This design comes from an exercise in tuning for small area, a short achievable clock period and few clock cycles on the open sky130 flow, not from production work.
In this exercise RTL edits were held to simulation tests only and were not proved equivalent to the original.
Power is estimated from default activity; no workload was simulated.

==> flow/design.v (excerpt) <==
module cqt_decoder
#(
    parameter int MAX_CTB_COLS = 64   
) (
    input  logic        clk,
    input  logic        rst_n,
    input  logic        cqt_start,
    input  cqt_pkg::ctb_col_t    ctb_x,
    input  cqt_pkg::ctb_row_t    ctb_y,
    input  cqt_pkg::pix_x_t      pic_width,
    input  cqt_pkg::pix_y_t      pic_height,
    output logic        bin_req,
    output cqt_pkg::ctx_addr_t   ctx_addr,
    input  logic        bin,
    input  logic        bin_vld,
    output logic        cu_valid,
    input  logic        cu_ready,
    output cqt_pkg::pix_x_t      cu_x,
    output cqt_pkg::pix_y_t      cu_y,
    output logic [2:0]  cu_log2_size,
    output logic        busy,
    output logic        ctb_done
);
Settings: LEC_CHECK=0, ABC_AREA=1, CAP_MARGIN=20, CORE_MARGIN=2, CORE_UTILIZATION=50, CTS_BUF_LIST=sky130_fd_sc_hd__clkbuf_16, CTS_CLUSTER_DIAMETER=80, CTS_CLUSTER_SIZE=30, PLACE_DENSITY=0.7, SETUP_SLACK_MARGIN=3.6, SLEW_MARGIN=20; clock period 6.0 ns.
run.sh (not shown) runs the stock make flow with config.mk's settings and CLKGATE_MAP_FILE= SYNTH_SCRIPT=/design/flow/synth_recipe.tcl, a recipe that flattens the netlist after the stock synthesis.
Testbench counts at the start, summed over its fixed seeds: cycles 32,788.
Edit:
--- a/flow/design.v
+++ b/flow/design.v
@@ -118,28 +118,22 @@
     logic [6:0] cols_in;
     logic       lav, aav;
     assign xfull   = (ctb_x != pic_width[11:6]);
     assign yfull   = (ctb_y != pic_height[10:6]);
     always_comb
         for (int i = 0; i < 8; i++) begin
             wm_in[i] = xfull || (3'(i) < pic_width[5:3]);
             hm_in[i] = yfull || (3'(i) < pic_height[5:3]);
         end
     assign cols_in = {1'b0, pic_width[11:6]} + 7'(pic_width[5:3] != 3'd0);
-    logic fresh_q;
-    always_ff @(posedge clk)
-        if (!rst_n)
-            fresh_q <= 1'b1;
-        else if (done_q)
-            fresh_q <= 1'b0;
-    assign lav     = !fresh_q;
-    assign aav     = !fresh_q;
+    assign lav     = (ctb_x != '0);
+    assign aav     = (ctb_y != '0);
     function automatic logic [1:0] nb_ctx(input logic [2:0] x, input logic [2:0] y,
                                           input logic [1:0] d,
                                           input logic [3:0] s1, input logic [15:0] s2,
                                           input logic [6:0] lb, input logic [6:0] ab,
                                           input logic la, input logic aa);
         logic cl, ca;
         logic [2:0] ux, uy;
         ux = {dec2(x[2:1]), 1'b0};
         uy = {dec2(y[2:1]), 1'b0};
         if (x == 3'd0) begin
@@ -285,21 +279,20 @@
                 2'd1: s1_q[{fy_q[2], fx_q[2]}] <= 1'b1;
                 default: s2_q[{fy_q[2], fx_q[2], fy_q[1], fx_q[1]}] <= 1'b1;
             endcase
         end
     end
     assign bin_req  = req_q;
     assign ctx_addr = {7'd0, 1'b1, c1_q, c0_q};
     logic       fw_idle;
     logic [1:0] leaf_d;       
     logic [6:0] cs1, cs2, cs3;
-    logic [6:0] n1, n2, n3;
     logic       known;
     logic       at_pend;
     logic       cu_ok;
     logic [1:0] cu_d;
     logic       nv;           
     logic [2:0] nx, ny;
     assign fw_idle = !req_q && !wait_q;
     logic        sp0;
     logic [3:0]  sp1;
     logic [15:0] sp2;
@@ -323,29 +316,28 @@
         at_pend = (ux_q == fx_q) && (uy_q == fy_q);
         known   = fw_idle || !at_pend;
         cu_ok   = !uend_q && (known || (ans && (!bin || fd_q == 2'd2)));
         if (known)
             cu_d = leaf_d;
         else
             cu_d = bin ? 2'd3 : fd_q;
         cs1 = sib(ux_q, uy_q, 1, wm, hm);
         cs2 = sib(ux_q, uy_q, 2, wm, hm);
         cs3 = sib(ux_q, uy_q, 3, wm, hm);
-        n1 = cs1;
-        n2 = cs2[6] ? cs2 : cs1;
-        n3 = cs3[6] ? cs3 : n2;
-        case (cu_d)
-            2'd0:    {nv, nx, ny} = 7'd0;
-            2'd1:    {nv, nx, ny} = n1;
-            2'd2:    {nv, nx, ny} = n2;
-            default: {nv, nx, ny} = n3;
-        endcase
+        if (cu_d == 2'd3 && cs3[6])
+            {nv, nx, ny} = cs3;
+        else if (cu_d >= 2'd2 && cs2[6])
+            {nv, nx, ny} = cs2;
+        else if (cu_d >= 2'd1 && cs1[6])
+            {nv, nx, ny} = cs1;
+        else
+            {nv, nx, ny} = 7'd0;
     end
     logic take;
     assign take = !ov_q || cu_ready;
     always_ff @(posedge clk) begin
         if (!rst_n) begin
             ov_q <= 1'b0;
         end else if (start) begin
             ov_q <= 1'b0;
         end else if (busy_q && take) begin
             ov_q <= cu_ok;
@@ -384,25 +376,21 @@
             done_q <= 1'b0;
         end else if (done_q) begin
             busy_q <= 1'b0;
             done_q <= 1'b0;
         end else begin
             done_q <= busy_q && uend_q && take;
         end
     end
     assign busy     = busy_q;
     assign ctb_done = done_q;
-    logic lastc_q, lastr_q, row0_q;
     always_ff @(posedge clk) begin
-        lastc_q <= (pic_width[5:3] != 3'd0) ? !xfull : (ctb_x + 6'd1 == pic_width[11:6]);
-        lastr_q <= (pic_height[5:3] != 3'd0) ? !yfull : (ctb_y + 5'd1 == pic_height[10:6]);
-        row0_q  <= (ctb_y == '0);
         wm_q  <= wm_in[7:1];
         hm_q  <= hm_in[7:1];
         sel_q <= 6'(cols_in - 7'd2);
         byp_q <= (cols_in == 7'd1);
     end
     logic       full;
     logic [6:0] bot;       
     logic [4:0] bot_enc;
     logic [6:0] tap_dec;
     assign full = wm[7] && hm[7];
@@ -423,24 +411,17 @@
         else                      dec = {6'd0, e[0]};
     endfunction
     assign bot_enc = enc(bot);
     logic [7:0] ins;
     always_comb
         for (int m = 0; m < 8; m++)
             ins[m] = (sel_q[5:3] == 3'(7 - m));
     assign tap_dec = dec(shreg[{3'd7, sel_q[2:0]}]);
     always_ff @(posedge clk) begin
         if (done_q) begin
-            lb_q <= lastc_q ? 7'd0 : {s2_q[15], s2_q[13], s2_q[7], s2_q[5], s1_q[3], s1_q[1], s0_q};
-            if ((row0_q && !lastc_q) || (lastc_q && lastr_q))
-                ab_q <= 7'd0;
-            else
-                ab_q <= byp_q ? bot : tap_dec;
-        end
-    end
-    always_ff @(posedge clk) begin
-        if (done_q) begin
             for (int i = 0; i < MAX_CTB_COLS; i++)
                 shreg[i] <= (i % 8 == 0 && (i == 0 || ins[i / 8])) ? bot_enc : shreg[(i + MAX_CTB_COLS - 1) % MAX_CTB_COLS];
+            lb_q <= {s2_q[15], s2_q[13], s2_q[7], s2_q[5], s1_q[3], s1_q[1], s0_q};
+            ab_q <= byp_q ? bot : tap_dec;
         end
     end
 endmodule
What happened: Core utilization decreases by 0.50 points. Combinational power fell by 11%. Global-route usage came out higher by 0.40 points. Fmax drops by 4.9%. Sequential cell count fell by 4. Power falls by 1.1%. Cell count decreases by 6.3%. Clock power increases by about 7%. Synthesized area fell by 2.2%. Count of clock-buffer cells in the layout is unchanged.
Testbench counts after the change, summed over its fixed seeds: cycles 32,788.

==> static timing again, ports no longer ideal <==
Ports are ideal in the flow. The routed layouts listed here were re-timed in OpenROAD.
Step 1 (the two cells are an assumption about what drives the block):
set clk [get_ports {clk}]
set_driving_cell -lib_cell sky130_fd_sc_hd__clkbuf_16 $clk
set_driving_cell -lib_cell sky130_fd_sc_hd__buf_2 [delete_from_list [all_inputs] $clk]
Step 2, shift: input delay + t, output delay - t, t = (earliest + latest rising clock arrival at the registers) / 2. This alone moves slack from input paths to output paths.
a / b / c = ideal ports / drivers / drivers and shift; a / b = the first two.
run | t (ns) | setup slack, ns | slew at the worst register clock pin (ns) | worst slew at a driven data input, ns
the first run | 0.585 | 3.544 / 3.544 / 2.995 | 0.12 / 0.12 | 0.05
the second run | 0.588 | 3.419 / 3.434 / 2.846 | 0.11 / 0.11 | 0.06
After both steps every run listed still meets setup and hold. The setup slack of the second run, which loses most, moves by +0.015 ns with the drivers and by -0.573 ns with both steps.
